Source: an optimization exercise on an open RTL-to-GDS flow (aim: small area). Production flows keep margins and buffers that such runs may drop. In this exercise RTL edits were held to simulation tests only and were not proved equivalent to the original. No activity file was given, so power comes from the tool's default toggle rates.

Design register_file_mp, start of the top module:
module register_file_mp
#(
   parameter int DATA_WIDTH = regfile_pkg::DEF_DATA_WIDTH,
   parameter int REG_NUMBER = regfile_pkg::DEF_REG_NUMBER,
   parameter int NUM_READ   = regfile_pkg::DEF_NUM_READ
)
(
   input  logic                           clk,
   input  logic                           rst,
   input  logic [NUM_READ*REG_NUMBER-1:0] rs_addr,
   output logic [NUM_READ*DATA_WIDTH-1:0] rs_data,
   output logic [NUM_READ-1:0]            rs_busy,
   input  logic [1:0]                     wr_en,
   input  logic [2*REG_NUMBER-1:0]        wr_addr,
   input  logic [2*DATA_WIDTH-1:0]        wr_data,
   input  logic                           rsv_en,
   input  logic [REG_NUMBER-1:0]          rsv_addr,
   input  logic                           clr_req,
   output logic                           clr_busy
);
Size in the first run: roughly 4100 cells after synthesis, about 140 I/O pins, ~35000 um^2 of cells after synthesis.
export LEC_CHECK = 0
export CAP_MARGIN = 20
export CORE_MARGIN = 2
export CORE_UTILIZATION = 35
export GPL_TIMING_DRIVEN = 0
export PLACE_DENSITY = 0.45
export SETUP_SLACK_MARGIN = 0.1
export SLEW_MARGIN = 20
export SYNTH_HIERARCHICAL = 1
create_clock -name core_clock -period 7.0 [get_ports {clk}]
standard.sh (not shown) runs the stock make flow with config.mk's settings and CLKGATE_MAP_FILE= SYNTH_SCRIPT=/design/flow/synth_recipe.tcl, a recipe that flattens the netlist after the stock synthesis.
==> flow/flow/run.sh <==
#!/bin/bash
# Layout flow: the standard ORFS flow (standard.sh, synthesis unchanged), with a few
# step options set through the ORFS variables the steps read:
#  - every port still gets a buffer, but a small one (ports.tcl: buf_1) instead of the
#    flow's default pick, a slow delay cell;
#  - the buffers Yosys/ABC put in are removed at floorplan, and repair_design re-buffers;
#  - before repair_design, drivers of nets with 20+ loads get drive strength 2 (presize.tcl);
#  - CTS uses clkbuf_8, clusters up to 14 sinks within 100 um, and inserts no dummy loads;
#  - after global-route repair, gates with timing slack are downsized (power recovery),
#    then max slew and capacitance are repaired again (postgrt.tcl).
# standard.sh's output goes to standard.log; each ORFS step logs to orfs/logs/.
set -euo pipefail
here=$(cd "$(dirname "$0")" && pwd)
export DONT_BUFFER_PORTS=1
export PRE_GLOBAL_PLACE_TCL="$here/ports.tcl"
export REMOVE_ABC_BUFFERS=1
export PRE_RESIZE_TCL="$here/presize.tcl"
export CTS_ARGS="-sink_clustering_enable -repair_clock_nets -sink_clustering_size 14 -sink_clustering_max_diameter 100 -buf_list sky130_fd_sc_hd__clkbuf_8 -dont_use_dummy_load"
export RECOVER_POWER=100
export POST_GLOBAL_ROUTE_TCL="$here/postgrt.tcl"
bash standard.sh > standard.log 2>&1
==> flow/flow/ports.tcl <==
# Sourced before global placement (PRE_GLOBAL_PLACE_TCL), with the flow's own port
# buffering turned off: every input and output port gets a buf_1.
buffer_ports -inputs -buffer_cell sky130_fd_sc_hd__buf_1
buffer_ports -outputs -buffer_cell sky130_fd_sc_hd__buf_1
==> flow/flow/postgrt.tcl <==
# Sourced at the end of global routing (POST_GLOBAL_ROUTE_TCL): after power recovery
# downsized gates, repair max slew and capacitance again on global-route parasitics.
global_route -start_incremental
estimate_parasitics -global_routing
repair_design -slew_margin 20 -cap_margin 20
detailed_placement
global_route -end_incremental
estimate_parasitics -global_routing
Other scripts of this flow, unchanged in this note and not shown: flow/flow/presize.tcl
Then changed:
==> flow/flow/run.sh (replaced) <==
#!/bin/bash
# Layout flow: the standard ORFS flow (standard.sh, synthesis unchanged), with a few
# step options set through the ORFS variables the steps read:
#  - port buffers use buf_2 instead of the flow's default pick (a slow delay cell);
#  - the buffers Yosys/ABC put in are removed at floorplan, and repair_design re-buffers;
#  - before repair_design, drivers of nets with 20+ loads get drive strength 2 (presize.tcl);
#  - CTS uses clkbuf_8, clusters up to 20 sinks within 50 um, and inserts no dummy loads;
# standard.sh's output goes to standard.log; each ORFS step logs to orfs/logs/.
set -euo pipefail
here=$(cd "$(dirname "$0")" && pwd)
export BUFFER_PORTS_ARGS="-buffer_cell sky130_fd_sc_hd__buf_2"
export REMOVE_ABC_BUFFERS=1
export PRE_RESIZE_TCL="$here/presize.tcl"
export CTS_ARGS="-sink_clustering_enable -repair_clock_nets -sink_clustering_size 20 -sink_clustering_max_diameter 50 -buf_list sky130_fd_sc_hd__clkbuf_8 -dont_use_dummy_load"
bash standard.sh > standard.log 2>&1
--- a/flow/config.mk
+++ b/flow/config.mk
@@ -7,3 +7,3 @@
 export LEC_CHECK = 0
-export CAP_MARGIN = 20
+export CAP_MARGIN = 10
 export CORE_MARGIN = 2
@@ -13,3 +13,3 @@
 export SETUP_SLACK_MARGIN = 0.1
-export SLEW_MARGIN = 20
+export SLEW_MARGIN = 10
 export SYNTH_HIERARCHICAL = 1
removed: flow/flow/ports.tcl
removed: flow/flow/postgrt.tcl
This time the run produced a layout that fails on capacitance limit, slew limit.
Hold slack degrades by 0.012 ns.
Clock-buffer cell count rises by 51.
Final cell count rises by 0.81%.
Global-route usage falls by 0.54 points.
Setup slack degrades by 0.028 ns.
Clock power rises by about 35%.
Core utilization rises by 1.1 points.
Routed wire length falls by about 1%.
Sequential power stays flat.
Power rises by 8.8%.
First-iteration DRC count falls by 8.0%.
Then changed:
==> flow/flow/run.sh (replaced) <==
#!/bin/bash
# Layout flow: the standard ORFS flow (standard.sh, synthesis unchanged), with a few
# step options set through the ORFS variables the steps read:
#  - every port still gets a buffer, but a small one (ports.tcl: buf_2 on inputs, buf_1
#    on outputs) instead of the flow's default pick, a slow delay cell;
#  - the buffers Yosys/ABC put in are removed at floorplan, and repair_design re-buffers;
#  - before repair_design, drivers of nets with 20+ loads get drive strength 2 (presize.tcl);
#  - CTS uses clkbuf_8, clusters up to 12 sinks within 100 um, and inserts no dummy loads.
# standard.sh's output goes to standard.log; each ORFS step logs to orfs/logs/.
set -euo pipefail
here=$(cd "$(dirname "$0")" && pwd)
export DONT_BUFFER_PORTS=1
export PRE_GLOBAL_PLACE_TCL="$here/ports.tcl"
export REMOVE_ABC_BUFFERS=1
export PRE_RESIZE_TCL="$here/presize.tcl"
export CTS_ARGS="-sink_clustering_enable -repair_clock_nets -sink_clustering_size 12 -sink_clustering_max_diameter 100 -buf_list sky130_fd_sc_hd__clkbuf_8 -dont_use_dummy_load"
bash standard.sh > standard.log 2>&1
==> flow/flow/ports.tcl (new file) <==
# Sourced before global placement (PRE_GLOBAL_PLACE_TCL), with the flow's own port
# buffering turned off: every input port gets a buf_2 and every output port a buf_1.
buffer_ports -inputs -buffer_cell sky130_fd_sc_hd__buf_2
buffer_ports -outputs -buffer_cell sky130_fd_sc_hd__buf_1
--- a/flow/config.mk
+++ b/flow/config.mk
@@ -7,3 +7,3 @@
 export LEC_CHECK = 0
-export CAP_MARGIN = 10
+export CAP_MARGIN = 20
 export CORE_MARGIN = 2
@@ -11,5 +11,5 @@
 export GPL_TIMING_DRIVEN = 0
-export PLACE_DENSITY = 0.45
+export PLACE_DENSITY = 0.55
 export SETUP_SLACK_MARGIN = 0.1
-export SLEW_MARGIN = 10
+export SLEW_MARGIN = 20
 export SYNTH_HIERARCHICAL = 1
The new run completed without violations.
Sequential power hardly moves.
Setup slack gains 0.18 ns.
Total power fell by 6.6%.
Non-clock buffer count rose by 11.
Register-to-register slack gains 0.52 ns.
Routed wire length fell by 7.9%.
Then changed:
--- a/flow/config.mk
+++ b/flow/config.mk
@@ -11,3 +11,3 @@
 export GPL_TIMING_DRIVEN = 0
-export PLACE_DENSITY = 0.55
+export PLACE_DENSITY = 0.45
 export SETUP_SLACK_MARGIN = 0.1
- global-route usage rises by 3.7 points
- sequential cell count is unchanged
- worst setup slack improved by 0.18 ns
- clock skew stays flat
- via count drops slightly
- cell count hardly moves
- area after synthesis does not change
- first-iteration DRC count decreases by roughly a tenth
- routed wire length climbs by a little under a tenth
- die area stays the same
- clock-buffer cell count went down by 5
Then changed:
==> flow/flow/run.sh (replaced) <==
#!/bin/bash
# Layout flow: the standard ORFS flow (standard.sh, synthesis unchanged), with a few
# step options set through the ORFS variables the steps read:
#  - port buffers use buf_2 instead of the flow's default pick (a slow delay cell);
#  - the buffers Yosys/ABC put in are removed at floorplan, and repair_design re-buffers;
#  - before repair_design, drivers of nets with 20+ loads get drive strength 2 (presize.tcl);
#  - CTS uses clkbuf_8, clusters up to 20 sinks within 50 um, and inserts no dummy loads;
# standard.sh's output goes to standard.log; each ORFS step logs to orfs/logs/.
set -euo pipefail
here=$(cd "$(dirname "$0")" && pwd)
export BUFFER_PORTS_ARGS="-buffer_cell sky130_fd_sc_hd__buf_2"
export REMOVE_ABC_BUFFERS=1
export PRE_RESIZE_TCL="$here/presize.tcl"
export CTS_ARGS="-sink_clustering_enable -repair_clock_nets -sink_clustering_size 20 -sink_clustering_max_diameter 50 -buf_list sky130_fd_sc_hd__clkbuf_8 -dont_use_dummy_load"
bash standard.sh > standard.log 2>&1
--- a/flow/config.mk
+++ b/flow/config.mk
@@ -7,3 +7,3 @@
 export LEC_CHECK = 0
-export CAP_MARGIN = 20
+export CAP_MARGIN = 10
 export CORE_MARGIN = 2
@@ -11,5 +11,5 @@
 export GPL_TIMING_DRIVEN = 0
-export PLACE_DENSITY = 0.45
+export PLACE_DENSITY = 0.55
 export SETUP_SLACK_MARGIN = 0.1
-export SLEW_MARGIN = 20
+export SLEW_MARGIN = 10
 export SYNTH_HIERARCHICAL = 1
removed: flow/flow/ports.tcl
Fmax drops by 5.3%.
Area after synthesis is unchanged.
Critical path depth is unchanged.
Via count is higher by 1.8%.
Design area climbs by 1.2%.
Clock-buffer cell count is higher by 32.
Sequential cell count is unchanged.

[separate check: timing with driven ports]
How much do the figures lean on ideal ports? The routed layouts below were timed once more, with nothing changed but the port constraints.
Step 1 sets driving cells, clkbuf_16 on the clock port and buf_2 on the other inputs (assumed; they add their load-dependent delay and slew).
Step 2 moves the port delays by t, midway between the first and last clock arrival at a register: inputs arrive t later, outputs are due t later. That takes back most of the time a late clock gives input paths.
Slacks: ideal / step 1 / step 2; pairs: ideal / step 1.
run | shift t [ns] | setup slack, ns | worst data-port slew with drivers (ns)
the first run | 0.878 | 0.251 / 0.220 / 0.220 | 0.13
the second run | 0.837 | 0.222 / 0.197 / 0.197 | 0.13
the third run | 0.790 | 0.406 / 0.352 / 0.352 | 0.20
the fourth run | 0.883 | 0.590 / 0.519 / 0.526 | 0.12
the fifth run | 0.830 | 0.232 / 0.205 / 0.205 | 0.17
For the fourth run, which loses most, drivers alone change the setup slack by -0.071 ns; drivers and shift together by -0.064 ns.
